Context: an optimization exercise on an open-source flow, tuned for small area and a short achievable clock period. The choices shown serve that exercise and are no tape-out recipe.
Function was checked by simulation only, so behaviour that the tests miss may differ from the original.

Design iq_upconverter, start of the top module:
module iq_upconverter (
  input  logic        clk,
  input  logic        rstn,
  input  logic        en,
  input  logic [11:0] i_data,
  input  logic [11:0] q_data,
  output logic        if_valid,
  output logic [11:0] if_data
);
  logic [1:0]  q;
  logic [3:0]  ms;
  logic [5:0]  phase, phase_nx;
  assign phase    = {q, ms ^ {4{q[0]}}};
  assign phase_nx = phase + 6'd1;
  logic [1:0]  q_n;      
  logic [3:0]  ms_n;
  logic        v1, v2;   
  logic [5:0]  bo0, bt0, bn0, bo1, bt1, bn1;
  logic pp0_0_0;
  logic pp0_0_1;
  logic pp0_0_2;
  logic pp0_0_3;
  logic pp0_0_4;
  logic pp0_0_5;
  logic pp0_0_6;
  logic pp0_0_7;
  logic pp0_0_8;
  logic pp0_0_9;
  logic pp0_0_10;
  logic pp0_0_11;
  logic pp0_0_12;
  logic pp0_1_0;
  logic pp0_1_1;
  logic pp0_1_2;
  logic pp0_1_3;
  logic pp0_1_4;
  logic pp0_1_5;
  logic pp0_1_6;
  logic pp0_1_7;
  logic pp0_1_8;
  logic pp0_1_9;
  logic pp0_1_10;
  logic pp0_1_11;
  logic pp0_1_12;
  logic pp0_2_0;
  logic pp0_2_1;
  logic pp0_2_2;
  logic pp0_2_3;
  logic pp0_2_4;
  logic pp0_2_5;
  logic pp0_2_6;
  logic pp0_2_7;
  logic pp0_2_8;
  logic pp0_2_9;
  logic pp0_2_10;
  logic pp0_2_11;
  logic pp0_2_12;
  logic pp0_3_0;
  logic pp0_3_1;
  logic pp0_3_2;
  logic pp0_3_3;
  logic pp0_3_4;
  logic pp0_3_5;
  logic pp0_3_6;
  logic pp0_3_7;
  logic pp0_3_8;
  logic pp0_3_9;
  logic pp0_3_10;
  logic pp0_3_11;
  logic pp0_3_12;
  logic pp0_4_0;
  logic pp0_4_1;
  logic pp0_4_2;
  logic pp0_4_3;
  logic pp0_4_4;
  logic pp0_4_5;
  logic pp0_4_6;
  logic pp0_4_7;
  logic pp0_4_8;
  logic pp0_4_9;
  ...
Size in the first run: roughly 11000 sq um of cells after synthesis.
==> flow/config.mk <==
export PLATFORM = sky130hd
export DESIGN_NAME = iq_upconverter
export DESIGN_NICKNAME = iq_upconverter
export VERILOG_FILES = /design/flow/design.v
export SDC_FILE = /design/flow/constraint.sdc
export NUM_CORES = 4
export LEC_CHECK = 0
export CAP_MARGIN = 20
export CORE_MARGIN = 2
export CORE_UTILIZATION = 40
export CTS_BUF_LIST = sky130_fd_sc_hd__clkbuf_4 sky130_fd_sc_hd__clkbuf_8
export GPL_TIMING_DRIVEN = 0
export PLACE_DENSITY = 0.75
export SETUP_SLACK_MARGIN = 3.45
export SLEW_MARGIN = 20
export SYNTH_HIERARCHICAL = 1
==> flow/constraint.sdc <==
create_clock -name core_clock -period 6.0 [get_ports {clk}]
set_input_delay 1.2000 -clock core_clock [delete_from_list [all_inputs] [get_ports {clk}]]
set_output_delay 1.2000 -clock core_clock [all_outputs]
set_load 0.01 [all_outputs]
standard.sh (not shown) runs the stock make flow with config.mk's settings and CLKGATE_MAP_FILE= SYNTH_SCRIPT=/design/flow/synth_recipe.tcl, a recipe that flattens the netlist after the stock synthesis.
==> flow/flow/run.sh <==
#!/bin/bash
# Layout: the standard ORFS flow (standard.sh), with two changes:
#  - the port buffers are sky130_fd_sc_hd__buf_4 cells instead of the
#    resizer's default choice (a delay cell);
#  - the repair steps may resize a cell to any drive strength, not only to a
#    cell with the same footprint.
# The output of each tool goes to the ORFS logs under orfs/logs; make's own
# output goes to standard.log here.
set -euo pipefail
bash standard.sh MATCH_CELL_FOOTPRINT=0 \
  "BUFFER_PORTS_ARGS=-buffer_cell sky130_fd_sc_hd__buf_4" \
  finish > standard.log 2>&1
==> next run, changes <==
==> flow/flow/run.sh (replaced) <==
#!/bin/bash
# Layout: the standard ORFS flow (standard.sh), with two changes:
#  - the port buffers are sky130_fd_sc_hd__buf_8 cells instead of the
#    resizer's default choice (a delay cell);
#  - the repair steps may resize a cell to any drive strength, not only to a
#    cell with the same footprint.
# The output of each tool goes to the ORFS logs under orfs/logs; make's own
# output goes to standard.log here.
set -euo pipefail
bash standard.sh MATCH_CELL_FOOTPRINT=0 \
  "BUFFER_PORTS_ARGS=-buffer_cell sky130_fd_sc_hd__buf_8" \
  finish > standard.log 2>&1
Settings changed: GPL_TIMING_DRIVEN 0 to not set.
Wire length rises by 1.8%.
Core utilization stays flat.
Clock-buffer cell count went down by 1.
Global-route usage rose by 0.17 points.
Via count stays flat.
==> next run, changes <==
==> flow/flow/run.sh (replaced) <==
#!/bin/bash
# Layout: the standard ORFS flow (standard.sh), with two changes:
#  - the port buffers are sky130_fd_sc_hd__buf_4 cells instead of the
#    resizer's default choice (a delay cell);
#  - the repair steps may resize a cell to any drive strength, not only to a
#    cell with the same footprint.
# The output of each tool goes to the ORFS logs under orfs/logs; make's own
# output goes to standard.log here.
set -euo pipefail
bash standard.sh MATCH_CELL_FOOTPRINT=0 \
  "BUFFER_PORTS_ARGS=-buffer_cell sky130_fd_sc_hd__buf_4" \
  finish > standard.log 2>&1
Settings changed: PLACE_DENSITY 0.75 to 0.85.
Clock-buffer cell count is unchanged.
Global-route usage shrinks by 0.31 points.
Worst hold slack barely changes.
==> next run, changes <==
Settings changed: PLACE_DENSITY 0.85 to not set.
Core utilization came out lower by 0.33 points.
Area after synthesis stays the same.
Die area is unchanged.
==> next run, changes <==
Settings changed: SETUP_SLACK_MARGIN 3.45 to 3.35.
The new run finished clean.
Routed wire length drops by about 2.3%.
Global-route usage drops by 0.70 points.
Worst setup slack degrades by 0.063 ns.
Final cell count drops by 0.65%.

========
iq_upconverter, a different RTL version from the one above (not shown whole).
For scale: about 190 flip-flops.
clock: 6.0 ns
lec_check: 0
cap_margin: 20
core_margin: 2
core_utilization: 60
setup_slack_margin: 3.45
slew_margin: 20
synth_hierarchical: 1
==> flow/flow/run.sh <==
#!/bin/bash
# Layout: the standard ORFS flow (standard.sh), with two changes:
#  - the port buffers are sky130_fd_sc_hd__buf_4 cells instead of the
#    resizer's default choice (a delay cell);
#  - the repair steps may resize a cell to any drive strength, not only to a
#    cell with the same footprint.
# The output of each tool goes to the ORFS logs under orfs/logs; make's own
# output goes to standard.log here.
set -euo pipefail
bash standard.sh MATCH_CELL_FOOTPRINT=0 \
  "BUFFER_PORTS_ARGS=-buffer_cell sky130_fd_sc_hd__buf_4" \
  finish > standard.log 2>&1
The baseline ran to the end with no violations.
Edit:
Settings changed: CORE_UTILIZATION 60 to 40, CTS_BUF_LIST set to sky130_fd_sc_hd__clkbuf_4 sky130_fd_sc_hd__clkbuf_8.
Via count fell by 2.3%.
Non-clock buffer count drops by 8.
Die area went up by 48%.
Register-to-register slack gains 0.12 ns.
Cell count came out higher by 11%.
Cell area goes down by 1.5%.
Worst setup slack improved by 0.093 ns.
Clock skew rose by 0.012 ns.
Count of clock-buffer cells in the layout is unchanged.
Edit:
Settings changed: PLACE_DENSITY set to 0.75, SETUP_SLACK_MARGIN 3.45 to 3.5.
What happened:
- maximum frequency hardly moves
- wire length came out higher by 3.6%
- design area came out higher by 2.0%
Edit:
==> flow/flow/run.sh (replaced) <==
#!/bin/bash
# Layout: the standard ORFS flow (standard.sh), with two changes:
#  - the port buffers are sky130_fd_sc_hd__buf_2 cells instead of the
#    resizer's default choice (a delay cell);
#  - the repair steps may resize a cell to any drive strength, not only to a
#    cell with the same footprint.
# The output of each tool goes to the ORFS logs under orfs/logs; make's own
# output goes to standard.log here.
set -euo pipefail
bash standard.sh MATCH_CELL_FOOTPRINT=0 \
  "BUFFER_PORTS_ARGS=-buffer_cell sky130_fd_sc_hd__buf_2" \
  finish > standard.log 2>&1
Settings changed: CORE_UTILIZATION 40 to 60, CTS_BUF_LIST sky130_fd_sc_hd__clkbuf_4 sky130_fd_sc_hd__clkbuf_8 to unset, PLACE_DENSITY 0.75 to unset, SETUP_SLACK_MARGIN 3.5 to 3.45.
=> The changed run completed with no timing, DRC or antenna violations. Worst setup slack degrades by 0.019 ns. Count of clock-buffer cells in the layout drops by 4. Global-route usage rose by 9.6 points. Synthesized cell count does not change. Design area went down by 0.80%. First-iteration DRC count drops by 9.0%. Worst hold slack barely changes.

========
== the baseline ==
RTL: one of the versions met above, not the one the previous note started from.
Size: ~990 cells after synthesis, roughly 180 flip-flops, roughly 40 I/O pins.
==> flow/config.mk <==
export PLATFORM = sky130hd
export DESIGN_NAME = iq_upconverter
export DESIGN_NICKNAME = iq_upconverter
export VERILOG_FILES = /design/flow/design.v
export SDC_FILE = /design/flow/constraint.sdc
export NUM_CORES = 4
export LEC_CHECK = 0
export CAP_MARGIN = 20
export CORE_MARGIN = 2
export CORE_UTILIZATION = 40
export CTS_BUF_LIST = sky130_fd_sc_hd__clkbuf_4 sky130_fd_sc_hd__clkbuf_8
export GPL_ROUTABILITY_DRIVEN = 0
export PLACE_DENSITY = 0.75
export SETUP_SLACK_MARGIN = 3.45
export SLEW_MARGIN = 20
export SYNTH_HIERARCHICAL = 1
==> flow/constraint.sdc <==
create_clock -name core_clock -period 6.0 [get_ports {clk}]
set_input_delay 1.2000 -clock core_clock [delete_from_list [all_inputs] [get_ports {clk}]]
set_output_delay 1.2000 -clock core_clock [all_outputs]
set_load 0.01 [all_outputs]
==> flow/flow/run.sh <==
#!/bin/bash
# Layout: the standard ORFS flow (standard.sh), with two changes:
#  - the port buffers are sky130_fd_sc_hd__buf_4 cells instead of the
#    resizer's default choice (a delay cell);
#  - the repair steps may resize a cell to any drive strength, not only to a
#    cell with the same footprint.
# The output of each tool goes to the ORFS logs under orfs/logs; make's own
# output goes to standard.log here.
set -euo pipefail
bash standard.sh MATCH_CELL_FOOTPRINT=0 \
  "BUFFER_PORTS_ARGS=-buffer_cell sky130_fd_sc_hd__buf_4" \
  finish > standard.log 2>&1
The baseline ended with every stage complete and zero timing, DRC or antenna violations.
Here is what was changed in the inputs of the candidate compared with the baseline.
# the baseline
export LEC_CHECK = 0
export CAP_MARGIN = 20
export CORE_MARGIN = 2
export CORE_UTILIZATION = 40
export CTS_BUF_LIST = sky130_fd_sc_hd__clkbuf_4 sky130_fd_sc_hd__clkbuf_8
export GPL_ROUTABILITY_DRIVEN = 0
export PLACE_DENSITY = 0.75
export SETUP_SLACK_MARGIN = 3.45
export SLEW_MARGIN = 20
export SYNTH_HIERARCHICAL = 1
create_clock -name core_clock -period 6.0 [get_ports {clk}]
# the candidate
export LEC_CHECK = 0
export ABC_AREA = 1
export CAP_MARGIN = 20
export CORE_MARGIN = 2
export CORE_UTILIZATION = 40
export CTS_BUF_LIST = sky130_fd_sc_hd__clkbuf_4 sky130_fd_sc_hd__clkbuf_8
export SETUP_SLACK_MARGIN = 3.45
export SLEW_MARGIN = 20
export SYNTH_HIERARCHICAL = 1
create_clock -name core_clock -period 6.0 [get_ports {clk}]
Results
Cmp the baseline and the candidate / final HPWL from detailed placement / lower: the baseline. Compared with the baseline, placement density in the core of the candidate is lower. The candidate reports its timing startpoint of the critical path as i_data[8] while the baseline reports s2_18_0. When the final numbers for the baseline and the candidate were put side by side, the area share of and/or/nand/nor cells after synthesis turned out to be greater in the candidate. Re clock buffer instance count of the final layout: the baseline and the candidate aren't equal, and the lower value belongs to the baseline. The candidate against the baseline: layout buffering overhead excluding clock cells saw a decrease; final area decreased about 1.2%; sequential cell area share climbed 0.35 points.

==> separate check: timing with driven ports <==
How much do the figures lean on ideal ports? The routed layouts below were timed once more, with nothing changed but the port constraints. Step 1 assumes that a clkbuf_16 drives the clock port and a buf_2 every other input. Step 2, shift: input delay + t, output delay - t, t = (earliest + latest rising clock arrival at the registers) / 2. This alone moves slack from input paths to output paths. a / b / c = ideal ports / drivers / drivers and shift; a / b = the first two.
| run | shift t [ns] | setup slack, ns | worst hold slack (ns) | worst setup path at the end | worst slew at a driven data input, ns |
|---|---|---|---|---|---|
| the first run of note 1 | 0.503 | 3.409 / 3.409 / 2.971 | 0.338 / 0.338 / 0.338 | input to register | 0.05 |
| the second run of note 1 | 0.534 | 3.497 / 3.497 / 3.065 | 0.338 / 0.338 / 0.338 | input to register | 0.07 |
| the third run of note 1 | 0.515 | 3.461 / 3.461 / 2.964 | 0.338 / 0.338 / 0.338 | input to register | 0.08 |
| the fourth run of note 1 | 0.507 | 3.502 / 3.502 / 3.005 | 0.338 / 0.338 / 0.338 | input to register | 0.09 |
| the fifth run of note 1 | 0.510 | 3.439 / 3.439 / 3.024 | 0.337 / 0.337 / 0.337 | input to register | 0.07 |
| the first run of note 2 | 0.475 | 3.398 / 3.398 / 3.040 | 0.330 / 0.330 / 0.330 | input to register | 0.07 |
| the second run of note 2 | 0.501 | 3.491 / 3.478 / 2.977 | 0.335 / 0.335 / 0.335 | input to register | 0.07 |
| the third run of note 2 | 0.498 | 3.485 / 3.485 / 3.039 | 0.331 / 0.331 / 0.331 | input to register | 0.07 |
| the fourth run of note 2 | 0.485 | 3.466 / 3.476 / 3.006 | 0.333 / 0.333 / 0.333 | input to register | 0.07 |
| the baseline | 0.514 | 3.459 / 3.459 / 2.970 | 0.343 / 0.343 / 0.343 | input to register | 0.08 |
| the candidate | 0.504 | 3.464 / 3.483 / 2.979 | 0.338 / 0.338 / 0.338 | input to register | 0.06 |
After both steps setup and hold are still met in every run listed. For the second run of note 2, which loses most, drivers alone change the setup slack by -0.013 ns; drivers and shift together by -0.514 ns.
